This design comes from an exercise in tuning for small area on the open sky130 flow, not from production work. Function was checked by simulation only, so behaviour that the tests miss may differ from the original. Power figures rest on the tool's default switching activity, not on a simulated workload.

==> flow/design.v <==
`timescale 1ns/1ns
package axi_lite_pkg;
  typedef logic [31:0] addr_t;
  typedef logic [31:0] data_t;
  typedef logic [3:0] strb_t;
  typedef enum logic [1:0] {
    RESP_OKAY   = 2'b00,
    RESP_SLVERR = 2'b10
  } resp_t;
endpackage
`timescale 1ns/1ns
package spi_flash_pkg;
  typedef logic [7:0]  opcode_t;
  typedef logic [23:0] flash_addr_t;
  typedef logic [3:0]  dummy_t;
  typedef logic [5:0]  data_len_t;
  typedef logic [7:0]  clkdiv_t;
  typedef logic        cs_idx_t;
  typedef enum logic [2:0] {
    ENG_IDLE,
    ENG_COMMAND,
    ENG_ADDRESS,
    ENG_DUMMY,
    ENG_DATA,
    ENG_FINISH
  } engine_state_t;
  typedef enum logic [1:0] {
    XIP_IDLE,
    XIP_WAIT,
    XIP_RESPOND
  } xip_state_t;
endpackage
`timescale 1ns/1ns
module axi_qspi_controller
(
  input  logic       s_axi_aclk,
  input  logic       s_axi_aresetn,
  input  logic       s_axi_awvalid_i,
  input  axi_lite_pkg::addr_t      s_axi_awaddr_i,
  output logic       s_axi_awready_o,
  input  logic       s_axi_wvalid_i,
  input  axi_lite_pkg::data_t      s_axi_wdata_i,
  input  axi_lite_pkg::strb_t      s_axi_wstrb_i,
  output logic       s_axi_wready_o,
  output logic       s_axi_bvalid_o,
  output logic [1:0]               s_axi_bresp_o,
  input  logic       s_axi_bready_i,
  input  logic       s_axi_arvalid_i,
  input  axi_lite_pkg::addr_t      s_axi_araddr_i,
  output logic       s_axi_arready_o,
  output logic       s_axi_rvalid_o,
  output axi_lite_pkg::data_t      s_axi_rdata_o,
  output logic [1:0]               s_axi_rresp_o,
  input  logic       s_axi_rready_i,
  output logic       spi_clk_o,
  output logic [1:0] spi_csn_o,
  output logic       spi_sdo_o,
  input  logic       spi_sdi_i
);
  localparam logic [2:0] E_IDLE  = 3'd0;
  localparam logic [2:0] E_CMD   = 3'd1;
  localparam logic [2:0] E_ADDR  = 3'd2;
  localparam logic [2:0] E_DUMMY = 3'd3;
  localparam logic [2:0] E_DATA  = 3'd4;
  localparam logic [2:0] E_FIN   = 3'd5;
  logic [7:0]  clkdiv;
  logic        cpol;
  logic [7:0]  cmd;
  logic [23:0] addr;
  logic [5:0]  dlen;
  logic        addr_en;
  logic [3:0]  dummy;
  logic        wr_dir;
  logic [31:0] tx;
  logic        cs_def;
  logic [31:0] cs_a0;
  logic [31:0] cs_m0;
  logic [31:0] cs_a1;
  logic [31:0] cs_m1;
  logic        aw_q;
  logic        bvalid_q;
  logic        bresp_q;
  logic        trig_q;
  logic [2:0]  rs;
  logic [3:0]  ridx;
  logic [2:0]  es;
  logic [7:0]  div;
  logic        sclk;
  logic [5:0]  k;
  logic [31:0] rx;
  logic        cs_q;
  logic        sdo;
  logic        wr_go;
  logic        wr_ok;
  logic [3:0]  wsel;
  logic        we;
  logic [3:0]  st;
  logic [31:0] wd;
  assign st    = s_axi_wstrb_i;
  assign wd    = s_axi_wdata_i;
  assign wsel  = s_axi_awaddr_i[5:2];
  assign wr_go = s_axi_awvalid_i & s_axi_wvalid_i & ~bvalid_q & ~aw_q;
  assign wr_ok = (s_axi_awaddr_i[31:6] == 26'h0) && (s_axi_awaddr_i[1:0] == 2'b00) &&
                 (wsel <= 4'd11);
  assign we    = aw_q & wr_ok;
  assign s_axi_awready_o = aw_q;
  assign s_axi_wready_o  = aw_q;
  assign s_axi_bvalid_o  = bvalid_q;
  assign s_axi_bresp_o   = {bresp_q, 1'b0};
  always_ff @(posedge s_axi_aclk or negedge s_axi_aresetn) begin
    if (!s_axi_aresetn) begin
      aw_q     <= 1'b0;
      bvalid_q <= 1'b0;
      trig_q   <= 1'b0;
    end else begin
      aw_q   <= wr_go;
      trig_q <= we && (wsel == 4'd6) && st[0] && wd[0];
      if (bvalid_q && s_axi_bready_i) bvalid_q <= 1'b0;
      if (aw_q) bvalid_q <= 1'b1;
    end
  end
  always_ff @(posedge s_axi_aclk) begin
    if (aw_q) bresp_q <= ~wr_ok;
  end
  logic        clr;
  logic [31:0] wdc;
  logic [3:0]  ln;
  assign wdc = wd & {32{~clr}};
  assign ln  = st & {4{we}};
  always_ff @(posedge s_axi_aclk or negedge s_axi_aresetn) begin
    if (!s_axi_aresetn) begin
      clr  <= 1'b1;
      cpol <= 1'b0;
    end else begin
      clr <= 1'b0;
      if (ln[1] && wsel == 4'd0) cpol <= wd[8];
    end
  end
  always_ff @(posedge s_axi_aclk) begin
    if (clr || (ln[0] && wsel == 4'd0)) clkdiv <= wdc[7:0] | {5'h0, clr, 2'h0};
    if (clr || (ln[0] && wsel == 4'd1)) cmd <= wdc[7:0];
    for (int i = 0; i < 3; i++) begin
      if (clr || (ln[i] && wsel == 4'd2)) addr[8*i +: 8] <= wdc[8*i +: 8];
    end
    if (clr || (ln[0] && wsel == 4'd3)) dlen <= wdc[5:0];
    if (clr || (ln[1] && wsel == 4'd3)) begin
      addr_en <= wdc[8];
      dummy   <= wdc[15:12];
    end
    if (clr || (ln[2] && wsel == 4'd3)) wr_dir <= wdc[16];
    if (clr || (ln[0] && wsel == 4'd7)) cs_def <= wdc[0];
    for (int i = 0; i < 4; i++) begin
      if (clr || (ln[i] && wsel == 4'd4))  tx[8*i +: 8]    <= wdc[8*i +: 8];
      if (clr || (ln[i] && wsel == 4'd8))  cs_a0[8*i +: 8] <= wdc[8*i +: 8];
      if (clr || (ln[i] && wsel == 4'd9))  cs_m0[8*i +: 8] <= wdc[8*i +: 8];
      if (clr || (ln[i] && wsel == 4'd10)) cs_a1[8*i +: 8] <= wdc[8*i +: 8];
      if (clr || (ln[i] && wsel == 4'd11)) cs_m1[8*i +: 8] <= wdc[8*i +: 8];
    end
  end
  logic        reg_sel;
  logic        busy;
  logic        rd_ok;
  logic [3:0]  rsel;
  logic [31:0] reg_rd;
  assign reg_sel = (s_axi_araddr_i[31:12] == 20'h0);
  assign busy    = (es != E_IDLE);
  assign rsel    = s_axi_araddr_i[5:2];
  assign rd_ok   = (s_axi_araddr_i[11:6] == 6'h0) && (s_axi_araddr_i[1:0] == 2'b00) &&
                   (rsel <= 4'd11);
  always_ff @(posedge s_axi_aclk or negedge s_axi_aresetn) begin
    if (!s_axi_aresetn) begin
      rs <= 3'b000;
    end else begin
      case (rs)
        3'b000: if (s_axi_arvalid_i) begin
          if (reg_sel) rs <= 3'b010;
          else if (!busy) rs <= 3'b110;
        end
        3'b010: rs <= 3'b001;
        3'b110: rs <= 3'b100;
        3'b100: if (es == E_FIN) rs <= 3'b101;
        3'b001, 3'b101: if (s_axi_rready_i) rs <= 3'b000;
        default: rs <= 3'b000;
      endcase
    end
  end
  always_ff @(posedge s_axi_aclk) begin
    if (rs[1]) begin
      if (!reg_sel) ridx <= 4'd13;
      else if (!rd_ok) ridx <= 4'd15;
      else if (rsel == 4'd6 && !busy) ridx <= 4'd12;
      else ridx <= rsel;
    end
  end
  always_comb begin
    case (ridx)
      4'd0:  reg_rd = {23'h0, cpol, clkdiv};
      4'd1:  reg_rd = {24'h0, cmd};
      4'd2:  reg_rd = {8'h0, addr};
      4'd3:  reg_rd = {15'h0, wr_dir, dummy, 3'h0, addr_en, 2'h0, dlen};
      4'd4:  reg_rd = tx;
      4'd5:  reg_rd = rx;
      4'd6:  reg_rd = 32'h1;
      4'd7:  reg_rd = {31'h0, cs_def};
      4'd8:  reg_rd = cs_a0;
      4'd9:  reg_rd = cs_m0;
      4'd10: reg_rd = cs_a1;
      4'd11: reg_rd = cs_m1;
      4'd13: reg_rd = {rx[7:0], rx[15:8], rx[23:16], rx[31:24]};
      default: reg_rd = '0;
    endcase
  end
  assign s_axi_arready_o = rs[1];
  assign s_axi_rvalid_o  = rs[0];
  assign s_axi_rdata_o   = reg_rd;
  assign s_axi_rresp_o   = {ridx == 4'd15, 1'b0};
  logic        xip;
  logic        start;
  logic        cs_pick;
  logic [23:0] xoff;
  logic        e_addr_en;
  logic [3:0]  e_dummy;
  logic [5:0]  e_len;
  logic        e_rx;
  logic        last;
  logic [2:0]  nph;
  logic [31:0] ca;
  logic        bit_out;
  logic [5:0]  k_inc;
  assign xip     = rs[2];
  assign start   = (rs == 3'b110) | trig_q;
  assign cs_pick = ((s_axi_araddr_i & cs_m0) == cs_a0) ? 1'b0 :
                   ((s_axi_araddr_i & cs_m1) == cs_a1) ? 1'b1 : cs_def;
  assign xoff    = {s_axi_araddr_i[23:12] - 12'h1, s_axi_araddr_i[11:0]};
  assign e_addr_en = xip | addr_en;
  assign e_dummy   = xip ? 4'h0 : dummy;
  assign e_len     = xip ? 6'd32 : dlen;
  assign e_rx      = xip | (es == E_DATA && !wr_dir);
  assign k_inc     = k + 6'd1;
  always_comb begin
    case (es)
      E_CMD:   last = (k[2:0] == 3'b111);
      E_ADDR:  last = (k[4:0] == 5'b11111);
      E_DUMMY: last = (k_inc == {2'b00, e_dummy});
      default: last = (k_inc == e_len);
    endcase
  end
  always_comb begin
    nph = E_FIN;
    if (es == E_CMD && e_addr_en) begin
      nph = E_ADDR;
    end else if ((es == E_CMD || es == E_ADDR) && e_dummy != 4'h0) begin
      nph = E_DUMMY;
    end else if (es != E_DATA && e_len != 6'h0) begin
      nph = E_DATA;
    end
  end
  assign ca = {cmd, addr};
  always_comb begin
    case (es)
      E_CMD, E_ADDR: bit_out = xip ? rx[31] : ca[~k[4:0]];
      E_DATA:        bit_out = ~k[5] & tx[~k[4:0]];
      default:       bit_out = 1'b0;
    endcase
  end
  assign spi_clk_o = cpol ^ sclk;
  assign spi_csn_o = {~busy | ~cs_q, ~busy | cs_q};
  assign spi_sdo_o = sdo;
  always_ff @(posedge s_axi_aclk or negedge s_axi_aresetn) begin
    if (!s_axi_aresetn) begin
      es   <= E_IDLE;
      sclk <= 1'b0;
    end else begin
      case (es)
        E_IDLE: begin
          if (start) begin
            es  <= E_CMD;
          end
        end
        E_FIN: begin
          es  <= E_IDLE;
        end
        default: begin
          if (div == clkdiv) begin
            sclk <= ~sclk;
            if (sclk) begin
              if (last) es <= nph;
            end
          end
        end
      endcase
    end
  end
  logic        rx_ld;
  logic        rx_en;
  assign rx_ld = clr | (es == E_IDLE && start);
  assign rx_en = (es != E_IDLE) && (es != E_FIN) && (div == clkdiv) && sclk && e_rx;
  always_ff @(posedge s_axi_aclk) begin
    if (es == E_IDLE && start) cs_q <= xip ? cs_pick : cs_def;
  end
  always_ff @(posedge s_axi_aclk) begin
    if (clr || (es != E_IDLE && es != E_FIN && div == clkdiv && !sclk)) sdo <= bit_out;
  end
  always_ff @(posedge s_axi_aclk) begin
    if (rx_ld) begin
      rx <= xip ? {8'h03, xoff} : 32'h0;
    end else if (rx_en) begin
      rx <= {rx[30:0], spi_sdi_i};
    end
  end
  always_ff @(posedge s_axi_aclk) begin
    if (es == E_IDLE) begin
      div <= '0;
      k   <= '0;
    end else if (div != clkdiv) begin
      div <= div + 8'd1;
    end else begin
      div <= '0;
      if (sclk) k <= (last && !(es == E_CMD && e_addr_en)) ? 6'd0 : k_inc;
    end
  end
endmodule
==> flow/flow/run.sh <==
#!/bin/bash
# The standard layout with three changes:
#  - synthesis maps the logic with an area-oriented ABC script (flow/abc_area.script)
#    instead of the speed script; everything else in the synthesis is the standard flow's own
#    synth_recipe.tcl, so the registers are the same as in the standard synthesis;
#  - the port buffers are the smallest buffer cell;
#  - the clock tree uses fewer, larger sink clusters and no dummy loads.
set -euo pipefail
here=$(pwd)
{
  head -n 1 synth_recipe.tcl
  echo "proc abc {args} {"
  echo "  set j [lsearch \$args -script]"
  echo "  if {\$j >= 0} { lset args [expr {\$j + 1}] $here/flow/abc_area.script }"
  echo "  yosys abc {*}\$args"
  echo "}"
  tail -n +2 synth_recipe.tcl
} > area_synth.tcl
export BUFFER_PORTS_ARGS="-buffer_cell sky130_fd_sc_hd__buf_1"
export CTS_ARGS="-sink_clustering_enable -repair_clock_nets -sink_clustering_size 25 -sink_clustering_max_diameter 100 -dont_use_dummy_load -buf_list sky130_fd_sc_hd__clkbuf_16"
bash standard.sh SYNTH_SCRIPT=$here/area_synth.tcl finish > standard.log 2>&1
==> flow/flow/abc_area.script <==
&get -n
&st
&dch
&nf -R 1000
&st
&dch
&nf -R 1000
&st
&dch
&nf -R 1000
&put
==> flow/standard.sh <==
#!/bin/bash
# synth_recipe.tcl (not shown) runs the flow's synth.tcl, then flattens the netlist and writes it again
# the make line also repeats each setting of config.mk as NAME=value (left out here)
make -C /OpenROAD-flow-scripts/flow DESIGN_CONFIG=/design/flow/config.mk WORK_HOME=/design/flow/orfs CLKGATE_MAP_FILE= SYNTH_SCRIPT=/design/flow/synth_recipe.tcl "${@:-finish}"
==> flow/config.mk <==
export PLATFORM = sky130hd
export DESIGN_NAME = axi_qspi_controller
export DESIGN_NICKNAME = axi_qspi_controller
export VERILOG_FILES = /design/flow/design.v
export SDC_FILE = /design/flow/constraint.sdc
export NUM_CORES = 4
export LEC_CHECK = 0
export CAP_MARGIN = 20
export CORE_MARGIN = 2
export CORE_UTILIZATION = 50
export SLEW_MARGIN = 20
==> flow/constraint.sdc <==
create_clock -name core_clock -period 5.0 [get_ports {s_axi_aclk}]
set_input_delay 1.0000 -clock core_clock [delete_from_list [all_inputs] [get_ports {s_axi_aclk}]]
set_output_delay 1.0000 -clock core_clock [all_outputs]
set_load 0.01 [all_outputs]
==> flow_metrics.tcl, run 1 <==
set metrics [dict create \
    status "finished clean" \
    ys_top_cells_by_area "edfxtp_1 59%, a222oi_1 4.6%, nand2_1 3.7%" \
    power.density_nw_per_um2 363 \
    fin_crit_ps 4130 \
    total_power_mw 5.24 \
    rsz0062_at_grt "false" \
    setup_violations 0 \
    critPathRequiredTime_ps 4000 \
    row_count 58 \
    clock_latency_ps 510 \
    arrival_ps 3130 \
    clock_sinks 278 \
    nNetsFinal 1328 \
    critPathMaxFanout 17 \
    synthFlopType "edfxtp_1" \
    p_leak_nw 4.99 \
    syn_to_final_growth_pct 12.4 \
    h-tree-depth 1 \
    drv_cap 0 \
    synth_fa_ha_area_frac 0.00487 \
    critPathMaxStageDelay_ps 870 \
    gp_congestion 0.988 \
    dpl.hpwl_mm 35.4 \
    ys_seq_area_frac 0.634 \
    worst_slew_pin_slew_ps 1170 \
    die_w_um 164 \
    pin_count 153 \
    synth_cells 1023 \
    avgSynthCellArea_um2 12.6 \
    grt_pass1_vias 10200 \
    drt_iter0_markers 2064 \
    syn_area_um2 12900 \
    cts_buffer_depth 3 \
    die-height_um 164 \
    path_class "reg -> out" \
    yosys-top-cells-count "252 x edfxtp_1, 128 x nand2_1, 64 x nor2_1" \
    hold_viol 0 \
    synth_edf_count 252 \
    peakVddDrop_mv 0.258 \
    startpoint_type "flop" \
    crit_family "simple AND/OR/NAND/NOR gates" \
    drt-pass1-iter-count 11 \
    synth_compound_area_frac 0.175 \
    cts-root-buf "clkbuf_16" \
    grt.total_usage 0.361 \
    fmax_ghz 0.242 \
    post-cts-setup-buffer-count 0 \
    synthMuxAreaShare 0.00740 \
    rr_worst_depth 11 \
    r2r_setup_slack_ps 1610 \
    dieArea_um2 27000 \
    port_buffers 150 \
    postCtsHoldBufs 0 \
    synth_top_cell_area_share 0.588 \
    yosys_warnings 1 \
    relSlewSlack 0.215 \
    routedWlPerCell_um 31.2 \
    timing.rr.start "k[0]" \
    min-delay-path-class "in -> async" \
    crit_buf_inv 3 \
    yosys_register_bits 278 \
    routed_wl_mm 48.1 \
    grt_max_degree 35 \
    drive_above_1_share 0.0478 \
    grt_pass1_wl_mm 69.5 \
    vias 10900 \
    cp-end-kind "output pin" \
    synth_area_leader_cell "edfxtp_1" \
    ys_types 57 \
    synth.most_common_cell "edfxtp_1" \
    cts_tree "done" \
    synth_simple_gate_area_share 0.145 \
    synth_xor_area_frac 0.0286 \
    grt_overflow 0 \
    crit_slowest_cell "nor2_2" \
    clk_pin_slew_ps 100 \
    fin_worst_skew_ps 37.5 \
    via_per_inst 7.05 \
    route.detailed.drc 0 \
    setup_tns_ps 0 \
    cts_made_buffers 15 \
    cts-resized-gates 0 \
    start_util 0.511 \
    detail-route-antenna-nets 0 \
    cp_common_cell "buf_4" \
    slew_viol_final 0 \
    async_reset_ff_frac 0.0432 \
    r2r-end "es[1]" \
    post-route-period-util 0.826 \
    synth_top_family_by_area "compound AO/OA/AOI/OAI gates" \
    path_cells "nand2b_1 > nor2_2 > buf_4 > buf_4 > a22oi_1 > nand3_1 > buf_1" \
    core_area_um2 25200 \
    antenna_found_initial 1 \
]
## placed cells by master, fill, tap and decap left out, types with 9 or more instances in the layout
| master | count |
|---|---|
| xor2_1 | 17 |
| nand4_1 | 12 |
| dfxtp_1 | 14 |
| buf_4 | 27 |
| clkinv_1 | 11 |
| a22oi_1 | 33 |
| xnor2_1 | 25 |
| dfrtp_1 | 11 |
| a22o_1 | 22 |
| a221oi_1 | 29 |
| buf_1 | 149 |
| clkbuf_16 | 15 |
| o21ai_0 | 39 |
| nor4_1 | 19 |
| a21oi_1 | 25 |
| nor2_1 | 58 |
| nand3_1 | 39 |
| nand2_1 | 128 |
| a222oi_1 | 59 |
| nor3_1 | 21 |
| and2_0 | 14 |
| nor2b_1 | 37 |
| a21o_1 | 30 |
| a31oi_1 | 13 |
| edfxtp_1 | 252 |
| o22ai_1 | 13 |
| nand2b_1 | 9 |
## worst max path at each step
stage                                   from                end  slack, ps  cells after the start
after detailed placement  s_axi_araddr_i[13]              rs[2]        940                     12
after CTS                            ridx[2]  s_axi_rdata_o[19]       1010                      7
final                                ridx[2]  s_axi_rdata_o[18]        870                      7
after global placement    s_axi_araddr_i[13]              rs[2]       1110                     12
after floorplan                        rs[0]              rx[0]        880                      5
after global routing                 ridx[2]  s_axi_rdata_o[17]        820                      7
## report_power, final
part / internal [mW] / total [mW] / leakage (nW) / switching, mW
Clock: 0.541 / 1.26 / 0.185 / 0.721
Sequential: 2.77 / 3.04 / 2.84 / 0.269
Combinational: 0.337 / 0.945 / 1.96 / 0.608
## sequential cells by signal, indices dropped and copies added, names as in the netlist, 3 cells and up
signal  count
addr       24
clkdiv      8
cmd         8
cs_a0      32
cs_a1      32
cs_m0      32
cs_m1      32
div         8
dlen        6
dummy       4
es          3
k           6
ridx        4
rs          3
rx         32
tx         32
## layer usage
metal / routed length [µm] / global-route usage / part of all wire / vias up
met5: 0 / 0 / 0 / -
met1: 18100 / 0.502 / 0.38 / 5280
met2: 21100 / 0.546 / 0.44 / 931
li1: - / - / - / 4545
met3: 6570 / 0.0934 / 0.14 / 136
met4: 2290 / 0.140 / 0.048 / 0
## cell type report
type                    count  area (µm²)
fillers                  2124       10700
flip-flops and latches    278        8150
multi-input cells         732        4710
repair buffers            177         767
well taps                 330         413
clock buffers              15         375
inverters                  11        41.3
diodes                      1        2.50
## cells by family (layout without fill, tap and decap cells)
family,Yosys count,count (layout)
other cells,1,4
mux,8,8
fa+ha+maj,5,5
flops,278,278
xor+xnor,42,42
buf+inv,15,203
simple gates,381,381
compound gates,293,293
## metrics by stage
stage / area, µm² / hold slack, ps / instances / worst slack (ps) / util
final: 14500 / 433 / 1544 / 871 / 0.574
after global routing: 14500 / 460 / 1543 / 820 / 0.574
after CTS: 14400 / 480 / 1543 / 1010 / 0.574
after detailed placement: 14100 / 471 / 1528 / 945 / 0.559
after global placement: 14100 / 468 / 1528 / 1110 / 0.559
after floorplan: 12900 / 448 / 1025 / 877 / -
==> inputs of run 2 (changes only) <==
--- a/flow/config.mk
+++ b/flow/config.mk
@@ -8,4 +8,5 @@
 export CAP_MARGIN = 20
 export CORE_MARGIN = 2
 export CORE_UTILIZATION = 50
+export GPL_TIMING_DRIVEN = 0
 export SLEW_MARGIN = 20
==> run 2 against run 1 <==
- power grew 0.42%
- final cell count fell by 0.26%
- area after synthesis stayed put
- register-to-register slack got worse by 930 ps
- hold slack better by 39 ps
- sequential share of layout area is 0.60 points lower
- first-iteration DRC count grew 0.92%
- flip-flop and latch count is the same
- design area is 1.1% higher
==> flow_metrics.tcl, run 2 <==
set metrics [dict create \
    antenna_found_initial 0 \
    synthFlopType "edfxtp_1" \
    port_buffers 150 \
    nNetsFinal 1325 \
    met1_usage 0.513 \
    pwr-share-clk 0.239 \
    fill_cells 2086 \
    ys_top_cells_by_area "edfxtp_1 59%, a222oi_1 4.6%, nand2_1 3.7%" \
    r2r-end "es[1]" \
    yosys-top-cells-count "252 x edfxtp_1, 128 x nand2_1, 64 x nor2_1" \
    switching_share 0.306 \
    hold_path_depth 1 \
    vias 10800 \
    dp_worst_setup_slack_ps 754 \
    grt_max_degree 66 \
    path_cells "and2_1 > nand4_1 > xnor2_1 > xnor2_1 > or4_1 > o21ai_0 > a31oi_1 > a21oi_1 > mux2_1" \
    register_area_um2 8150 \
    grt_overflow 0 \
    final_cell_mix "252 x edfxtp_1, 150 x buf_1, 128 x nand2_1" \
    layout_commonest_cell "edfxtp_1" \
    power_switching_mw 1.61 \
    critPathMaxStageDelay_ps 1080 \
    cts_made_buffers 15 \
    row_count 58 \
    critPathMaxFanout 20 \
    status "finished clean" \
    power_frac_comb 0.182 \
    start_util 0.511 \
    slew_viol_final 0 \
    drt-pass1-iter-count 9 \
    timing.rr.start "k[1]" \
    rr_worst_depth 9 \
    hp-start "bvalid_q" \
    post-cts-setup-buffer-count 0 \
    holdWs_ps 472 \
    cts_buffer_depth 3 \
    r2r_setup_slack_ps 680 \
    grt.total_usage 0.361 \
    gp_congestion 0.965 \
    avgSynthCellArea_um2 12.6 \
    die-height_um 164 \
    route.detailed.drc 0 \
    synth_top_cell_area_share 0.588 \
    pin_count 153 \
    setup_violations 0 \
    cp_common_cell "xnor2_1" \
    hold_end "aw_q" \
    post-route-period-util 0.863 \
    critPathRequiredTime_ps 5380 \
    hold_viol 0 \
    crit_slowest_cell "dfxtp_1" \
    yosys_warnings 1 \
    drt_iter0_markers 2083 \
    p_leak_nw 5.02 \
    worst_slew_pin_slew_ps 1190 \
    routedWlPerCell_um 31.6 \
    die_w_um 164 \
    fin_crit_ps 4320 \
    cts-resized-gates 0 \
    final_area_um2 14600 \
    grt_busiest_layer "met2" \
    arrival_ps 4690 \
    final_util 0.581 \
    core_area_um2 25200 \
    dieArea_um2 27000 \
    cp-end-kind "flop" \
    postCtsHoldBufs 0 \
    syn_area_um2 12900 \
    ys_seq_area_frac 0.634 \
    fin_ws_ps 685 \
    ys_types 57 \
    syn_to_final_growth_pct 13.7 \
    clock_sinks 278 \
    path_class "reg -> reg" \
    drv_cap 0 \
    grt_pass1_vias 9908 \
    clock_latency_ps 500 \
    seqPwrFrac 0.580 \
    cts_tree "done" \
    cts-root-buf "clkbuf_16" \
    synth_area_leader_cell "edfxtp_1" \
    drive_above_1_share 0.0496 \
    dpl.hpwl_mm 36.0 \
    peakVddDrop_mv 0.323 \
    yosys_register_bits 278 \
    async_reset_ff_frac 0.0432 \
    synth.most_common_cell "edfxtp_1" \
    h-tree-depth 1 \
    diodes 0 \
    use_met2 0.558 \
    routed_wl_mm 48.6 \
    place_area_um2 14200 \
    synth_edf_count 252 \
    total_power_mw 5.27 \
    rsz0062_at_grt "false" \
    synth_cells 1023 \
    power.density_nw_per_um2 360 \
    detail-route-antenna-nets 0 \
    via_per_inst 7.01 \
    relSlewSlack 0.202 \
    clk_pin_slew_ps 90 \
    startpoint_type "flop" \
    grt_pass1_wl_mm 69.0 \
    grtUsageMet3 0.0679 \
    fmax_ghz 0.232 \
    min-delay-path-class "reg -> reg" \
    fin_worst_skew_ps 40.8 \
    p_int_mw 3.65 \
    multi_input_area_um2 4760 \
]
## run 2: cell counts after synthesis
No cell type changed its count.
## run 2: worst max-delay path: cells and delay by family, from the launching register on
family,cells,cell delay (ps)
XOR/XNOR,2,370
flip-flops,1,1080
multiplexers,1,350
AND/OR/NAND/NOR,3,1630
AO/OA/AOI/OAI,3,760
## run 2: kinds of logic after synthesis
| family | Yosys count | share of synthesized area |
|---|---|---|
| adder cells (fa/ha/maj) | 5 | 0.00487 |
| XOR/XNOR | 42 | 0.0286 |
| other | 1 | 0.000292 |
| buffers and inverters | 15 | 0.00555 |
| AO/OA/AOI/OAI | 293 | 0.175 |
| multiplexers | 8 | 0.00740 |
| flip-flops | 278 | 0.634 |
| AND/OR/NAND/NOR | 381 | 0.145 |
## run 2: worst max path at each step
stage	startpoint	endpoint	slack, ps	cells past startpoint
2_1_floorplan	rs[0]	rx[0]	880	5
3_3_place_gp	rs[2]	rx[28]	-3220	4
3_5_place_dp	s_axi_araddr_i[13]	rs[2]	750	12
4_1_cts	k[1]	es[1]	780	9
5_1_grt	k[1]	es[1]	560	9
6_report	k[1]	es[1]	680	9
## run 2: layout make-up
type,count,share of cell area
buffer,4,0.00205
clock buffer,15,0.0257
inverter,11,0.00282
multi-input combinational,732,0.325
sequential,278,0.558
tap,330,0.0282
timing repair buffer,170,0.0582
## run 2: power by group through the flow
stage	Clock [mW]	Combinational, mW	Sequential, mW
floorplan	0	0.573	2.96
global placement	0	0.891	3.08
detailed placement	0	0.939	3.08
CTS	1.27	0.941	3.03
global route	1.33	1.03	3.07
finish	1.26	0.956	3.05
## run 2: routing by layer
layer  wire, µm  vias up
met5          0        -
met4       2030        0
met3       6240      126
met2      21700      868
met1      18700     5256
li1           -     4544
## run 2: through the flow
stage / std cells / setup TNS [ps]
2_1_floorplan: 1025 / 0
3_3_place_gp: 1505 / -139130
3_5_place_dp: 1525 / 0
4_1_cts: 1540 / 0
5_1_grt: 1540 / 0
6_report: 1540 / 0
==> inputs of run 3 (changes only) <==
--- a/flow/config.mk
+++ b/flow/config.mk
@@ -5,8 +5,7 @@
 export SDC_FILE = /design/flow/constraint.sdc
 export NUM_CORES = 4
 export LEC_CHECK = 0
-export CAP_MARGIN = 20
+export CAP_MARGIN = 5
 export CORE_MARGIN = 2
 export CORE_UTILIZATION = 50
-export GPL_TIMING_DRIVEN = 0
-export SLEW_MARGIN = 20
+export SLEW_MARGIN = 5
==> run 3 against run 2 <==
- register-to-register slack improved by 920 ps
- die area did not move
- clock power barely moved
- area after synthesis unchanged
- first-iteration DRC count grew 3.4%
- via count is 0.48% higher
- synthesized cell count is the same
- worst setup slack better by 210 ps
==> flow_metrics.tcl, run 3 <==
set metrics [dict create \
    status "finished clean" \
    drt_iter0_markers 2153 \
    drv_cap 0 \
    die_w_um 164 \
    setup_violations 0 \
    ys_top_cells_by_area "edfxtp_1 59%, a222oi_1 4.6%, nand2_1 3.7%" \
    synth_top_cell_area_share 0.588 \
    power.density_nw_per_um2 363 \
    total_power_mw 5.24 \
    synth_edf_count 252 \
    post-route-period-util 0.821 \
    cts_made_buffers 15 \
    routed_wl_mm 48.1 \
    dieArea_um2 27000 \
    relSlewSlack 0.226 \
    port_buffers 150 \
    timing.rr.start "k[0]" \
    startpoint_type "flop" \
    dp_worst_setup_slack_ps 945 \
    cp-end-kind "output pin" \
    path_class "reg -> out" \
    grt_max_degree 35 \
    routedWlPerCell_um 31.1 \
    cts-resized-gates 0 \
    critPathMaxFanout 17 \
    antenna_found_initial 1 \
    grt_pass1_vias 10200 \
    async_reset_ff_frac 0.0432 \
    post-cts-setup-buffer-count 0 \
    fin_worst_skew_ps 37.5 \
    fmax_ghz 0.244 \
    critPathRequiredTime_ps 4000 \
    p_leak_nw 4.99 \
    critical_path.startpoint "ridx[2]" \
    cp-endpoint "s_axi_rdata_o[17]" \
    layout_commonest_cell "edfxtp_1" \
    row_count 58 \
    final_cell_mix "252 x edfxtp_1, 150 x buf_1, 128 x nand2_1" \
    clock_sinks 278 \
    rr_worst_depth 11 \
    syn_area_um2 12900 \
    route.detailed.drc 0 \
    clock_latency_ps 510 \
    hold_viol 0 \
    core_area_um2 25200 \
    yosys_register_bits 278 \
    holdWs_ps 481 \
    drt-pass1-iter-count 9 \
    arrival_ps 3100 \
    grt_overflow 0 \
    ys_seq_area_frac 0.634 \
    synth_area_leader_cell "edfxtp_1" \
    yosys_warnings 1 \
    diodes 0 \
    ys_types 57 \
    min-delay-path-class "reg -> reg" \
    postCtsHoldBufs 0 \
    peakVddDrop_mv 0.259 \
    synthFlopType "edfxtp_1" \
    drive_above_1_share 0.0462 \
    via_per_inst 7.03 \
    grt.total_usage 0.361 \
    avgSynthCellArea_um2 12.6 \
    setup_tns_ps 0 \
    fin_crit_ps 4100 \
    r2r-end "es[1]" \
    detail-route-antenna-nets 0 \
    hold_path_depth 1 \
    start_util 0.511 \
    h-tree-depth 1 \
    worst_slew_pin_slew_ps 1150 \
    synth_cells 1023 \
    dpl.hpwl_mm 35.4 \
    final_util 0.574 \
    synth.most_common_cell "edfxtp_1" \
    gp_congestion 0.988 \
    fin_ws_ps 895 \
    cts_buffer_depth 3 \
    cts_tree "done" \
    nNetsFinal 1328 \
    fill_cells 2125 \
    rsz0062_at_grt "false" \
    slew_viol_final 0 \
    yosys-top-cells-count "252 x edfxtp_1, 128 x nand2_1, 64 x nor2_1" \
    pin_count 153 \
    r2r_setup_slack_ps 1600 \
    cts-root-buf "clkbuf_16" \
    vias 10800 \
    clk_pin_slew_ps 100 \
    grt_pass1_wl_mm 69.5 \
    die-height_um 164 \
    syn_to_final_growth_pct 12.3 \
]
run 3: cell counts after synthesis:
No cell type changed its count.
run 3: where the power goes:
part	internal [mW]	switching (mW)	total [mW]	leakage (nW)
clock network	0.541	0.721	1.26	0.185
registers	2.77	0.269	3.04	2.84
logic	0.337	0.606	0.943	1.96
run 3: how the worst min path moves through the flow:
stage,start,end,slack (ps)
6_report,bvalid_q,aw_q,480
5_1_grt,bvalid_q,aw_q,490
4_1_cts,bvalid_q,aw_q,480
3_5_place_dp,bvalid_q,aw_q,470
3_3_place_gp,div[0],div[0],470
2_1_floorplan,div[0],div[0],450
run 3: layer usage:
layer	track usage	routed length, µm	up-vias
li1	-	-	4546
met1	0.502	18000	5263
met2	0.546	21300	893
met3	0.0934	6560	142
met4	0.140	2160	2
met5	0	10	-
run 3: critical path: stages (launching register included):
cell      delay [ps]
edfxtp_1         520
nand2b_1         290
nor2_2           850
buf_4            350
buf_4            190
a22oi_1           90
nand3_1          140
buf_1            160
run 3: final cells by class:
cell class / instances / area, µm² / share of cell area
inverter: 11 / 41.3 / 0.00286
tap: 330 / 413 / 0.0286
clock buffer: 15 / 375 / 0.0260
timing repair buffer: 177 / 766 / 0.0530
sequential: 278 / 8150 / 0.564
multi-input combinational: 732 / 4700 / 0.325
run 3: stage by stage:
step / instances / instance area [µm²]
6_report: 1543 / 14400
5_1_grt: 1543 / 14400
4_1_cts: 1543 / 14400
3_5_place_dp: 1528 / 14100
3_3_place_gp: 1528 / 14100
2_1_floorplan: 1025 / 12900
run 3: cell families after synthesis:
logic type	share of synthesized area
AOI/OAI and AO/OA	0.175
adders and majority gates	0.00487
buffers and inverters	0.00555
other	0.000292
DFF	0.634
xor gates and xnor gates	0.0286
and+or+nand+nor	0.145
muxes	0.00740
==> inputs of run 4 (changes only) <==
--- a/flow/design.v
+++ b/flow/design.v
@@ -58,11 +58,11 @@
   input  logic       spi_sdi_i
 );
   localparam logic [2:0] E_IDLE  = 3'd0;
-  localparam logic [2:0] E_CMD   = 3'd1;
-  localparam logic [2:0] E_ADDR  = 3'd2;
-  localparam logic [2:0] E_DUMMY = 3'd3;
-  localparam logic [2:0] E_DATA  = 3'd4;
-  localparam logic [2:0] E_FIN   = 3'd5;
+  localparam logic [2:0] E_CMD   = 3'd4;
+  localparam logic [2:0] E_ADDR  = 3'd5;
+  localparam logic [2:0] E_DUMMY = 3'd6;
+  localparam logic [2:0] E_DATA  = 3'd7;
+  localparam logic [2:0] E_FIN   = 3'd1;
   logic [7:0]  clkdiv;
   logic        cpol;
   logic [7:0]  cmd;
--- a/flow/flow/run.sh
+++ b/flow/flow/run.sh
@@ -17,5 +17,5 @@
   tail -n +2 synth_recipe.tcl
 } > area_synth.tcl
 export BUFFER_PORTS_ARGS="-buffer_cell sky130_fd_sc_hd__buf_1"
-export CTS_ARGS="-sink_clustering_enable -repair_clock_nets -sink_clustering_size 25 -sink_clustering_max_diameter 100 -dont_use_dummy_load -buf_list sky130_fd_sc_hd__clkbuf_16"
+export CTS_ARGS="-sink_clustering_enable -repair_clock_nets -sink_clustering_size 25 -sink_clustering_max_diameter 100 -dont_use_dummy_load -buf_list sky130_fd_sc_hd__clkbuf_16 -root_buf sky130_fd_sc_hd__clkbuf_2 -tree_buf sky130_fd_sc_hd__clkbuf_2"
 bash standard.sh SYNTH_SCRIPT=$here/area_synth.tcl finish > standard.log 2>&1
--- a/flow/config.mk
+++ b/flow/config.mk
@@ -5,7 +5,7 @@
 export SDC_FILE = /design/flow/constraint.sdc
 export NUM_CORES = 4
 export LEC_CHECK = 0
-export CAP_MARGIN = 5
+export CAP_MARGIN = 20
 export CORE_MARGIN = 2
-export CORE_UTILIZATION = 50
-export SLEW_MARGIN = 5
+export CORE_UTILIZATION = 65
+export SLEW_MARGIN = 20
==> run 4 against run 3 <==
- still clean
- power fell by 2.2%
- register-to-register slack got worse by 150 ps
- synthesized cell count fell by 0.29%
- global-route usage rose by 8.0 points
- non-clock buffer count fell by 5
- die area fell by 23%
- critical path type unchanged
- critical endpoint is now s_axi_rdata_o[10]
==> flow_metrics.tcl, run 4 <==
set metrics [dict create \
    status "finished clean" \
    avgSynthCellArea_um2 12.6 \
    power_frac_comb 0.190 \
    dpl.hpwl_mm 33.4 \
    grt_overflow 0 \
    synth_simple_gate_area_share 0.144 \
    yosys-top-cells-count "252 x edfxtp_1, 118 x nand2_1, 75 x nor2_1" \
    syn_to_final_growth_pct 11.1 \
    synth_top_cell_area_share 0.590 \
    fin_cells 1472 \
    port_buffers 150 \
    dieArea_um2 20900 \
    cts_made_buffers 15 \
    antenna_found_initial 1 \
    critPathRequiredTime_ps 4000 \
    ys_types 52 \
    crit_buf_inv 2 \
    post-cts-setup-buffer-count 0 \
    routedWlPerCell_um 31.1 \
    dp_worst_setup_slack_ps 1130 \
    synth_xor_area_frac 0.0273 \
    grt_pass1_wl_mm 65.8 \
    relSlewSlack 0.208 \
    clock_latency_ps 890 \
    vias 11200 \
    power.density_nw_per_um2 360 \
    synth_fa_ha_area_frac 0.00488 \
    pwr-share-clk 0.220 \
    synth.most_common_cell "edfxtp_1" \
    fin_worst_skew_ps 115 \
    detail-route-antenna-nets 0 \
    grt.total_usage 0.441 \
    min-delay-path-class "in -> async" \
    grt_pass1_vias 10200 \
    power_switching_mw 1.57 \
    slew_viol_final 0 \
    ys_seq_area_frac 0.635 \
    cts_buffer_depth 3 \
    post-route-period-util 0.896 \
    critPathMaxStageDelay_ps 950 \
    switching_share 0.307 \
    p_int_mw 3.55 \
    drive_above_1_share 0.0415 \
    row_count 51 \
    total_power_mw 5.13 \
    rsz0062_at_grt "false" \
    die-height_um 144 \
    synth_cells 1020 \
    path_cells "nand2b_1 > nor2_2 > buf_4 > a22o_1 > a221oi_1 > nand3_1 > buf_1" \
    cts_tree "done" \
    start_util 0.661 \
    yosys_warnings 1 \
    gp_congestion 1.09 \
    arrival_ps 3480 \
    async_reset_ff_frac 0.0432 \
    routed_wl_mm 45.7 \
    drt_iter0_markers 2367 \
    cts-resized-gates 0 \
    final_cell_mix "252 x edfxtp_1, 150 x buf_1, 118 x nand2_1" \
    syn_area_um2 12800 \
    seqPwrFrac 0.590 \
    synth_edf_count 252 \
    pin_count 153 \
    path_class "reg -> out" \
    setup_violations 0 \
    synth_top_family_by_area "compound AO/OA/AOI/OAI gates" \
    startpoint_type "flop" \
    fmax_ghz 0.223 \
    setup_tns_ps 0 \
    route.detailed.drc 0 \
    drv_cap 0 \
    synth_compound_area_frac 0.175 \
    crit_family "simple AND/OR/NAND/NOR gates" \
    ys_top_cells_by_area "edfxtp_1 59%, a222oi_1 5.1%, nand2_1 3.5%" \
    final_util 0.735 \
    worst_slew_pin_slew_ps 1180 \
    layout_commonest_cell "edfxtp_1" \
    die_w_um 144 \
    hold_viol 0 \
    clk_pin_slew_ps 110 \
    postCtsHoldBufs 0 \
    drt-pass1-iter-count 13 \
    h-tree-depth 1 \
    fin_crit_ps 4480 \
    via_per_inst 7.62 \
    synth_area_leader_cell "edfxtp_1" \
    synthFlopType "edfxtp_1" \
    grt_max_degree 50 \
    synthMuxAreaShare 0.00722 \
    cts-root-buf "clkbuf_2" \
    clock_sinks 278 \
    crit_slowest_cell "nor2_2" \
    dp.cells 1454 \
    yosys_register_bits 278 \
    p_leak_nw 4.89 \
    core_area_um2 19400 \
    nNetsFinal 1320 \
    critPathMaxFanout 19 \
    cp-end-kind "output pin" \
    peakVddDrop_mv 0.347 \
    fin_ws_ps 520 \
]
## run 4: cell types whose count changed after synthesis, moves of 4 or more
cell / change
a31oi_1: -4
nand4_1: +4
a222oi_1: +6
xor2_1: -5
nor2_1: +11
nand2_1: -10
a22o_1: -5
a211oi_1: +4
## run 4: final cells by class
| class | instances | area, µm² |
|---|---|---|
| Antenna cell | 2 | 5.00 |
| Multi-Input combinational cell | 728 | 4660 |
| Tap cell | 265 | 332 |
| Inverter | 12 | 45.0 |
| Timing Repair Buffer | 172 | 748 |
| Fill cell | 1422 | 5140 |
| Sequential cell | 278 | 8150 |
| Clock buffer | 15 | 315 |
## run 4: power groups by stage
| stage | registers, mW | clock network (mW) | logic [mW] |
|---|---|---|---|
| 6_report | 3.02 | 1.13 | 0.977 |
| 5_1_grt | 3.03 | 1.19 | 1.05 |
| 4_1_cts | 3.00 | 1.11 | 0.942 |
| 3_5_place_dp | 3.05 | 0 | 0.937 |
| 3_3_place_gp | 3.05 | 0 | 0.924 |
| 2_1_floorplan | 2.97 | 0 | 0.571 |
## run 4: worst paths after layout
path                                start                end  slack [ps]  cells after the start
min in group core_clock    s_axi_bready_i           bvalid_q         280                      2
hold / removal              s_axi_aresetn           bvalid_q         150                      1
setup reg to reg                     k[1]                sdo        1450                      7
hold reg to reg                  bvalid_q               aw_q         470                      1
setup / recovery                  ridx[2]  s_axi_rdata_o[10]         520                      7
max in group asynchronous   s_axi_aresetn              rs[2]        4360                      1
## run 4: layer usage
layer	up-vias	part of all wire	global-route usage
li1	4538	-	-
met3	241	0.17	0.131
met4	0	0.068	0.194
met5	-	0	0
met2	1190	0.42	0.656
met1	5250	0.34	0.608
## run 4: per-stage QoR
stage	hold WS, ps	area, µm²
after floorplan	448	12800
after CTS	166	14200
final	154	14300
after detailed placement	461	13900
after global routing	232	14300
after global placement	449	13900
## run 4: kinds of logic after synthesis
logic type                 Yosys count
and+or+nand+nor                    378
AOI/OAI and AO/OA                  293
muxes                                9
DFF                                278
adders and majority gates            5
buffers and inverters               16
xor gates and xnor gates            40
other                                1
==> inputs of run 5 (changes only) <==
--- a/flow/config.mk
+++ b/flow/config.mk
@@ -7,5 +7,5 @@
 export LEC_CHECK = 0
 export CAP_MARGIN = 20
 export CORE_MARGIN = 2
-export CORE_UTILIZATION = 65
+export CORE_UTILIZATION = 50
 export SLEW_MARGIN = 20
==> run 5 against run 4 <==
- still clean on timing, DRC and antenna
- highest routed layer unchanged
- flip-flop and latch count did not move
- combinational power fell by 0.7%
- largest cell class unchanged
- final cell count rose by 4.4%
- critical path type unchanged
==> flow_metrics.tcl, run 5 <==
set metrics [dict create \
    crit_slowest_cell "nor2_2" \
    place_area_um2 14000 \
    post-cts-setup-buffer-count 0 \
    critPathRequiredTime_ps 4000 \
    arrival_ps 3450 \
    relSlewSlack 0.196 \
    drt-pass1-iter-count 8 \
    p_leak_nw 4.90 \
    detail-route-antenna-nets 0 \
    cts_made_buffers 15 \
    critPathMaxStageDelay_ps 830 \
    synth_simple_gate_area_share 0.144 \
    crit_family "simple AND/OR/NAND/NOR gates" \
    gp_congestion 0.984 \
    yosys_register_bits 278 \
    drive_above_1_share 0.0448 \
    post-route-period-util 0.891 \
    r2r-end "es[0]" \
    postCtsHoldBufs 0 \
    path_cells "nand2b_1 > nor2_2 > buf_4 > a22o_1 > a221oi_1 > nand3_1 > buf_1" \
    cts-resized-gates 0 \
    grt_overflow 0 \
    grt_pass1_vias 9973 \
    dp_worst_setup_slack_ps 1210 \
    r2r_setup_slack_ps 1380 \
    vias 10900 \
    synth_xor_area_frac 0.0273 \
    synth_compound_area_frac 0.175 \
    cts_tree "done" \
    syn_area_um2 12800 \
    grt_max_degree 39 \
    routedWlPerCell_um 31.5 \
    synth_edf_count 252 \
    fin_worst_skew_ps 46.0 \
    cts-root-buf "clkbuf_2" \
    nNetsFinal 1321 \
    crit_buf_inv 2 \
    status "finished clean" \
    grt_pass1_wl_mm 69.0 \
    worst_slew_pin_slew_ps 1200 \
    synth_cells 1020 \
    fin_crit_ps 4450 \
    port_buffers 150 \
    rr_worst_depth 10 \
    slew_viol_final 0 \
    route.detailed.drc 0 \
    avgSynthCellArea_um2 12.6 \
    fin_ws_ps 546 \
    final_area_um2 14400 \
    min-delay-path-class "in -> async" \
    yosys-top-cells-count "252 x edfxtp_1, 118 x nand2_1, 75 x nor2_1" \
    cts_buffer_depth 3 \
    ys_top_cells_by_area "edfxtp_1 59%, a222oi_1 5.1%, nand2_1 3.5%" \
    pin_count 153 \
    timing.rr.start "k[0]" \
    die-height_um 164 \
    clk_pin_slew_ps 100 \
    cp-end-kind "output pin" \
    synth_top_family_by_area "compound AO/OA/AOI/OAI gates" \
    drt_iter0_markers 2344 \
    die_w_um 164 \
    clock_latency_ps 860 \
    power.density_nw_per_um2 358 \
    ys_seq_area_frac 0.635 \
    synth_fa_ha_area_frac 0.00488 \
    routed_wl_mm 48.5 \
    path_class "reg -> out" \
    final_cell_mix "252 x edfxtp_1, 150 x buf_1, 118 x nand2_1" \
    setup_tns_ps 0 \
    startpoint_type "flop" \
    setup_violations 0 \
    antenna_found_initial 1 \
    syn_to_final_growth_pct 11.9 \
    yosys_warnings 1 \
    fmax_ghz 0.225 \
    synthFlopType "edfxtp_1" \
    ys_types 52 \
    synthMuxAreaShare 0.00722 \
    via_per_inst 7.06 \
    h-tree-depth 1 \
    hold_viol 0 \
    dieArea_um2 27000 \
    rsz0062_at_grt "false" \
    peakVddDrop_mv 0.241 \
    dpl.hpwl_mm 36.5 \
    grt.total_usage 0.359 \
    async_reset_ff_frac 0.0432 \
    clock_sinks 278 \
    start_util 0.509 \
    layout_commonest_cell "edfxtp_1" \
    core_area_um2 25200 \
    critPathMaxFanout 18 \
    row_count 58 \
    synth_area_leader_cell "edfxtp_1" \
    synth_top_cell_area_share 0.590 \
    drv_cap 0 \
    synth.most_common_cell "edfxtp_1" \
]
-- run 5: cell types whose count changed in the layout (fill, tap and decap cells not counted), sizes merged --
cell,before,now
diode,2,1
buf,172,173
-- run 5: per-layer routing --
layer | part of all wire | up-vias | GRT usage
met2 | 0.45 | 887 | 0.548
met4 | 0.044 | 0 | 0.132
met1 | 0.38 | 5288 | 0.506
li1 | - | 4550 | -
met5 | 0 | - | 0
met3 | 0.13 | 126 | 0.0813
-- run 5: logic make-up (layout without fill, tap and decap cells) --
kind of cell	count (synthesis)	count (layout)
fa+ha+maj	5	5
buf+inv	16	200
simple gates	378	378
xor+xnor	40	40
compound gates	293	293
flops	278	278
mux	9	9
other cells	1	4
-- run 5: power by group --
group          switching, mW  internal [mW]  total (mW)
combinational          0.623          0.347       0.970
clock                  0.712          0.435        1.15
sequential             0.255           2.77        3.03
total                   1.59           3.55        5.14
-- run 5: through the flow --
stage / instances / power, mW / utilization / hold slack [ps]
after floorplan: 1022 / 3.54 / - / 448
after global placement: 1519 / 4.00 / 0.556 / 454
after detailed placement: 1520 / 4.01 / 0.556 / 459
after CTS: 1535 / 5.11 / 0.569 / 159
after global routing: 1537 / 5.30 / 0.570 / 220
final: 1537 / 5.14 / 0.570 / 172
-- run 5: layout make-up --
type	count	area [µm²]
flip-flops and latches	278	8150
diodes	1	2.50
fillers	2157	10800
inverters	12	45.0
well taps	330	413
repair buffers	173	759
multi-input cells	728	4670
clock buffers	15	315
-- run 5: how the worst max path moves through the flow --
stage                                 start           endpoint  slack, ps  depth (start not counted)
final                               ridx[2]  s_axi_rdata_o[21]        550                          7
after global routing                ridx[1]   s_axi_rdata_o[5]        420                          7
after CTS                           ridx[1]   s_axi_rdata_o[5]        580                          7
after detailed placement  s_axi_awaddr_i[7]            addr[5]       1210                          7
after global placement    s_axi_awaddr_i[7]             cmd[5]       1230                          7
after floorplan                       rs[0]              rx[0]        910                          5
==> inputs of run 6 (changes only) <==
--- a/flow/flow/run.sh
+++ b/flow/flow/run.sh
@@ -1,6 +1,7 @@
 #!/bin/bash
 # The standard layout with three changes:
-#  - synthesis maps the logic with an area-oriented ABC script (flow/abc_area.script)
+#  - synthesis maps the logic with an area-oriented ABC script (flow/abc_area.script,
+#    a time-limited &deepsyn restructuring followed by area-recovering mapping)
 #    instead of the speed script; everything else in the synthesis is the standard flow's own
 #    synth_recipe.tcl, so the registers are the same as in the standard synthesis;
 #  - the port buffers are the smallest buffer cell;
==> flow/flow/abc_area.script (replaced) <==
&get -n
&st
&deepsyn -S 2 -T 100
&st
&deepsyn -S 2 -T 100
&dch
&nf -R 1000
&st
&dch
&nf -R 1000
&put
==> run 6 against run 5 <==
- maximum frequency is 0.75% lower
- worst setup slack lost 34 ps
- core utilization rose by 0.15 points
- first-iteration DRC count grew 6.6%
- highest routed layer unchanged
==> flow_metrics.tcl, run 6 <==
set metrics [dict create \
    vias 10800 \
    rsz0062_at_grt "false" \
    clock_latency_ps 910 \
    postCtsHoldBufs 0 \
    synthFlopType "edfxtp_1" \
    route.detailed.drc 0 \
    drv_cap 0 \
    start_util 0.506 \
    power.density_nw_per_um2 337 \
    core_area_um2 25000 \
    ys_top_cells_by_area "edfxtp_1 60%, a222oi_1 5.1%, nand2_1 4.5%" \
    yosys_register_bits 278 \
    status "finished clean" \
    critPathRequiredTime_ps 4000 \
    ys_types 50 \
    async_reset_ff_frac 0.0432 \
    cts_tree "done" \
    arrival_ps 3490 \
    crit_slowest_cell "nor2_2" \
    layout_commonest_cell "edfxtp_1" \
    setup_tns_ps 0 \
    cts-root-buf "clkbuf_2" \
    grt_pass1_vias 9981 \
    slew_viol_final 0 \
    critPathMaxFanout 23 \
    via_per_inst 6.99 \
    relSlewSlack 0.283 \
    peakVddDrop_mv 0.323 \
    nNetsFinal 1335 \
    post-route-period-util 0.898 \
    clock_sinks 278 \
    path_class "reg -> out" \
    min-delay-path-class "in -> async" \
    synth_area_leader_cell "edfxtp_1" \
    critPathMaxStageDelay_ps 570 \
    yosys_warnings 1 \
    grt_max_degree 36 \
    ys_seq_area_frac 0.645 \
    clk_pin_slew_ps 110 \
    synth_edf_count 252 \
    p_leak_nw 4.87 \
    crit_buf_inv 2 \
    drt-pass1-iter-count 9 \
    fin_ws_ps 512 \
    h-tree-depth 1 \
    fin_worst_skew_ps 47.3 \
    routed_wl_mm 49.3 \
    synth_cells 1015 \
    crit_family "simple AND/OR/NAND/NOR gates" \
    cp-end-kind "output pin" \
    worst_slew_pin_slew_ps 1080 \
    grt_overflow 0 \
    dieArea_um2 26600 \
    syn_to_final_growth_pct 12.9 \
    fmax_ghz 0.223 \
    final_cell_mix "252 x edfxtp_1, 151 x nand2_1, 150 x buf_1" \
    path_cells "nand2b_1 > nor2_2 > buf_4 > a22oi_1 > and3_1 > nand3_1 > buf_1" \
    post-cts-setup-buffer-count 0 \
    startpoint_type "flop" \
    yosys-top-cells-count "252 x edfxtp_1, 151 x nand2_1, 65 x a222oi_1" \
    pin_count 153 \
    cts_made_buffers 15 \
    gp_congestion 1.01 \
    antenna_found_initial 2 \
    drive_above_1_share 0.0557 \
    dpl.hpwl_mm 36.4 \
    rr_worst_depth 10 \
    r2r_setup_slack_ps 1760 \
    synth.most_common_cell "edfxtp_1" \
    grt_pass1_wl_mm 69.7 \
    grt.total_usage 0.371 \
    timing.rr.start "k[0]" \
    r2r-end "k[0]" \
    cts-resized-gates 0 \
    routedWlPerCell_um 31.8 \
    detail-route-antenna-nets 0 \
    avgSynthCellArea_um2 12.5 \
    port_buffers 150 \
    drt_iter0_markers 2498 \
    syn_area_um2 12600 \
    cts_buffer_depth 3 \
    dp_worst_setup_slack_ps 1100 \
    synth_top_cell_area_share 0.599 \
    final_util 0.572 \
    hold_viol 0 \
    die_w_um 163 \
    fin_crit_ps 4490 \
    die-height_um 163 \
    setup_violations 0 \
    row_count 58 \
]
-- run 6: cell types whose count changed after synthesis, moves of 12 or more --
cell,previous run,this run
a221oi_1,26,13
xnor2_1,28,11
o21ai_0,37,54
a21o_1,30,2
nor2_1,75,63
o31ai_1,0,12
nand2_1,118,151
-- run 6: layout make-up --
cell class | count | area (µm²)
Clock buffer | 15 | 315
Tap cell | 330 | 413
Inverter | 9 | 33.8
Timing Repair Buffer | 192 | 878
Fill cell | 2148 | 10700
Multi-Input combinational cell | 726 | 4480
Sequential cell | 278 | 8150
Antenna cell | 2 | 5.00
-- run 6: kinds of logic (layout without fill, tap and decap cells) --
group | count (synthesis) | count (layout) | synth area share
mux | 2 | 2 | 0.00178
xor+xnor | 31 | 31 | 0.0215
flops | 278 | 278 | 0.645
fa+ha+maj | 5 | 5 | 0.00495
buf+inv | 13 | 216 | 0.00505
simple gates | 396 | 396 | 0.148
compound gates | 289 | 289 | 0.174
other cells | 1 | 5 | 0.000297
-- run 6: worst max-delay path by stage --
stage / start / to / depth (start not counted) / slack [ps]
finish: ridx[2] / s_axi_rdata_o[4] / 7 / 510
global route: ridx[2] / s_axi_rdata_o[7] / 7 / 440
CTS: ridx[2] / s_axi_rdata_o[4] / 7 / 580
detailed placement: s_axi_araddr_i[12] / ridx[3] / 9 / 1100
global placement: s_axi_araddr_i[12] / ridx[3] / 9 / 1150
floorplan: rs[1] / rx[0] / 6 / 980
-- run 6: worst reg2reg max path: stages, from the launching register on --
cell and delay, ps:
dfxtp_1 550, nand2_1 680, nor2_1 340, nand2_1 100, xor2_1 210, xor2_1 170, nand4_1 110, a21oi_1 260
o31a_1 270, nor3_1 140, mux2_1 320
-- run 6: metrics by stage --
stage                     cells  hold WS (ps)  power [mW]  cell area, µm²
after floorplan            1017           447        3.27           12600
after global placement     1535           470        3.67           14000
after detailed placement   1535           456        3.67           14000
after CTS                  1550           263        4.77           14300
after global routing       1551           315        4.93           14300
final                      1552           266        4.81           14300
-- run 6: metal layers --
metal,wire [µm],track usage,vias to the layer above
li1,-,-,4552
met1,18800,0.524,5204
met2,21600,0.558,945
met3,6800,0.0876,146
met4,2210,0.143,0
met5,0,0,-
-- run 6: where the power goes --
group / internal, mW / switching, mW
sequential: 2.76 / 0.233
combinational: 0.225 / 0.445
clock: 0.435 / 0.717
total: 3.42 / 1.39
==> inputs of run 7 (changes only) <==
--- a/flow/flow/run.sh
+++ b/flow/flow/run.sh
@@ -18,5 +18,5 @@
   tail -n +2 synth_recipe.tcl
 } > area_synth.tcl
 export BUFFER_PORTS_ARGS="-buffer_cell sky130_fd_sc_hd__buf_1"
-export CTS_ARGS="-sink_clustering_enable -repair_clock_nets -sink_clustering_size 25 -sink_clustering_max_diameter 100 -dont_use_dummy_load -buf_list sky130_fd_sc_hd__clkbuf_16 -root_buf sky130_fd_sc_hd__clkbuf_2 -tree_buf sky130_fd_sc_hd__clkbuf_2"
+export CTS_ARGS="-sink_clustering_enable -repair_clock_nets -sink_clustering_size 28 -sink_clustering_max_diameter 110 -dont_use_dummy_load -buf_list sky130_fd_sc_hd__clkbuf_16 -root_buf sky130_fd_sc_hd__clkbuf_2 -tree_buf sky130_fd_sc_hd__clkbuf_2"
 bash standard.sh SYNTH_SCRIPT=$here/area_synth.tcl finish > standard.log 2>&1
==> run 7 against run 6 <==
- critical endpoint is now s_axi_rdata_o[12]
- highest routed layer unchanged
- sequential share of layout area increased by 0.21 points
- power shrank 1.5%
- final cell count is 0.19% lower
- die area unchanged
- register-to-register slack better by 30 ps
- worst setup slack gained 69 ps
- sequential power about the same
- synthesized cell count stayed put
- core utilization is 0.21 points lower
- first-iteration DRC count down 1.8%
- area after synthesis unchanged
- critical path depth is the same
==> flow_metrics.tcl, run 7 <==
set metrics [dict create \
    status "finished clean" \
    clock_sinks 278 \
    async_reset_ff_frac 0.0432 \
    grt_overflow 0 \
    fin_ws_ps 582 \
    cp-end-kind "output pin" \
    register_area_um2 8150 \
    critPathMaxFanout 19 \
    p_leak_nw 4.85 \
    detail-route-antenna-nets 0 \
    core_area_um2 25000 \
    pwr-share-clk 0.227 \
    synth.most_common_cell "edfxtp_1" \
    synthFlopType "edfxtp_1" \
    routedWlPerCell_um 31.9 \
    final_cell_mix "252 x edfxtp_1, 151 x nand2_1, 150 x buf_1" \
    rr_worst_depth 10 \
    hold_viol 0 \
    row_count 58 \
    route.detailed.drc 0 \
    cts-resized-gates 0 \
    power_switching_mw 1.39 \
    startpoint_type "flop" \
    fill_cells 2156 \
    min-delay-path-class "in -> async" \
    pin_count 153 \
    dpl.hpwl_mm 36.4 \
    die_w_um 163 \
    grt_pass1_wl_mm 69.7 \
    critPathRequiredTime_ps 4000 \
    synth_edf_count 252 \
    synth_top_cell_area_share 0.599 \
    drt-pass1-iter-count 11 \
    antenna_found_initial 1 \
    vias 10900 \
    syn_to_final_growth_pct 12.5 \
    dp_worst_setup_slack_ps 1100 \
    fin_crit_ps 4420 \
    switching_share 0.293 \
    dp.cells 1535 \
    gp_congestion 1.01 \
    synth_cells 1015 \
    post-cts-setup-buffer-count 0 \
    postCtsHoldBufs 0 \
    layout_commonest_cell "edfxtp_1" \
    fin_cells 1549 \
    slew_viol_final 0 \
    drive_above_1_share 0.0542 \
    grt_pass1_vias 9989 \
    h-tree-depth 1 \
    power.density_nw_per_um2 333 \
    fmax_ghz 0.226 \
    dieArea_um2 26600 \
    ys_seq_area_frac 0.645 \
    post-route-period-util 0.884 \
    cts-root-buf "clkbuf_2" \
    syn_area_um2 12600 \
    ys_types 50 \
    multi_input_area_um2 4480 \
    relSlewSlack 0.266 \
    nNetsFinal 1333 \
    yosys_register_bits 278 \
    cts_buffer_depth 3 \
    synth_area_leader_cell "edfxtp_1" \
    die-height_um 163 \
    cts_made_buffers 13 \
    via_per_inst 7.02 \
    grt_max_degree 36 \
    path_class "reg -> out" \
    yosys-top-cells-count "252 x edfxtp_1, 151 x nand2_1, 65 x a222oi_1" \
    power_frac_comb 0.142 \
    avgSynthCellArea_um2 12.5 \
    cts_tree "done" \
    peakVddDrop_mv 0.251 \
    rsz0062_at_grt "false" \
    start_util 0.506 \
    yosys_warnings 1 \
    clock_latency_ps 850 \
    clk_pin_slew_ps 120 \
    arrival_ps 3420 \
    worst_slew_pin_slew_ps 1100 \
    routed_wl_mm 49.4 \
    seqPwrFrac 0.631 \
    drv_cap 0 \
    ys_top_cells_by_area "edfxtp_1 60%, a222oi_1 5.1%, nand2_1 4.5%" \
    port_buffers 150 \
    fin_worst_skew_ps 47.4 \
    setup_tns_ps 0 \
    grt.total_usage 0.371 \
    setup_violations 0 \
    p_int_mw 3.35 \
    drt_iter0_markers 2454 \
]
## run 7: per-layer routing
layer,vias up,track usage,share of wire
met5,-,0,0
met1,5269,0.527,0.38
met3,129,0.0853,0.14
met4,0,0.136,0.040
met2,929,0.561,0.44
li1,4551,-,-
## run 7: critical path, cell delays in order (launching register included)
cell and delay, ps:
edfxtp_1 530, nand2b_1 290, nor2_2 760, buf_4 440, a222oi_1 170, and2_0 180, nand2_1 60, buf_1 150
## run 7: worst paths after layout
| check | from | endpoint | slack, ps |
|---|---|---|---|
| min in group core_clock | s_axi_bready_i | bvalid_q | 370 |
| max reg2reg | k[0] | k[0] | 1790 |
| max | ridx[1] | s_axi_rdata_o[12] | 580 |
| max in group asynchronous | s_axi_aresetn | bvalid_q | 4080 |
| min reg2reg | bvalid_q | aw_q | 470 |
| min | s_axi_aresetn | es[0] | 280 |
## run 7: power by group through the flow
stage	registers [mW]	logic, mW	clock network (mW)
6_report	2.99	0.671	1.08
5_1_grt	2.99	0.725	1.14
4_1_cts	2.97	0.659	1.07
3_5_place_dp	3.02	0.655	0
3_3_place_gp	3.02	0.653	0
2_1_floorplan	2.91	0.366	0
## run 7: logic make-up (layout without fill, tap and decap cells)
| family | after synthesis | count (layout) | synth area share |
|---|---|---|---|
| adder cells (fa/ha/maj) | 5 | 5 | 0.00495 |
| flip-flops | 278 | 278 | 0.645 |
| AO/OA/AOI/OAI | 289 | 289 | 0.174 |
| multiplexers | 2 | 2 | 0.00178 |
| other | 1 | 4 | 0.000297 |
| buffers and inverters | 13 | 214 | 0.00505 |
| XOR/XNOR | 31 | 31 | 0.0215 |
| AND/OR/NAND/NOR | 396 | 396 | 0.148 |
## run 7: cell type report
class / instances / area share
Timing Repair Buffer: 192 / 0.0618
Inverter: 9 / 0.00238
Multi-Input combinational cell: 726 / 0.315
Clock buffer: 13 / 0.0187
Tap cell: 330 / 0.0290
Antenna cell: 1 / 0.000176
Sequential cell: 278 / 0.573
## run 7: through the flow
step | hold WS [ps] | cell area [µm²] | power (mW) | util
floorplan | 447 | 12600 | 3.27 | -
global placement | 470 | 14000 | 3.67 | 0.559
detailed placement | 456 | 14000 | 3.67 | 0.559
CTS | 293 | 14200 | 4.70 | 0.570
global route | 349 | 14200 | 4.85 | 0.570
finish | 277 | 14200 | 4.74 | 0.570

## separate check: timing with driven ports
How much do the figures lean on ideal ports? The routed layouts below were timed once more, with nothing changed but the port constraints.
Step 1: set_driving_cell puts a clkbuf_16 on s_axi_aclk and a buf_2 on each other input, an assumption about the parent block.
Step 2 times the ports against the registers' clock, not the clock port: input delays grow and output delays shrink by t, the midpoint of the rising clock arrivals with the driver on.
a / b / c = no drivers / after step 1 / after step 2; a / b = the first two.
| run | t (ns) | slack for setup (ns) | clock arrival spread, ns | worst slew at a driven data input, ns |
|---|---|---|---|---|
| run 1 | 0.544 | 0.871 / 0.818 / 0.752 | 0.038 / 0.038 | 0.04 |
| run 2 | 0.532 | 0.685 / 0.685 / 0.636 | 0.041 / 0.041 | 0.04 |
| run 3 | 0.543 | 0.895 / 0.844 / 0.723 | 0.038 / 0.039 | 0.04 |
| run 4 | 0.869 | 0.520 / 0.478 / 1.042 | 0.116 / 0.116 | 0.04 |
| run 5 | 0.889 | 0.546 / 0.502 / 1.185 | 0.054 / 0.055 | 0.04 |
| run 6 | 0.930 | 0.512 / 0.465 / 1.012 | 0.048 / 0.048 | 0.04 |
| run 7 | 0.869 | 0.582 / 0.540 / 1.012 | 0.049 / 0.049 | 0.04 |
After both steps setup and hold are still met in every run listed. For run 3, which loses most, drivers alone change the setup slack by -0.051 ns; drivers and shift together by -0.172 ns.
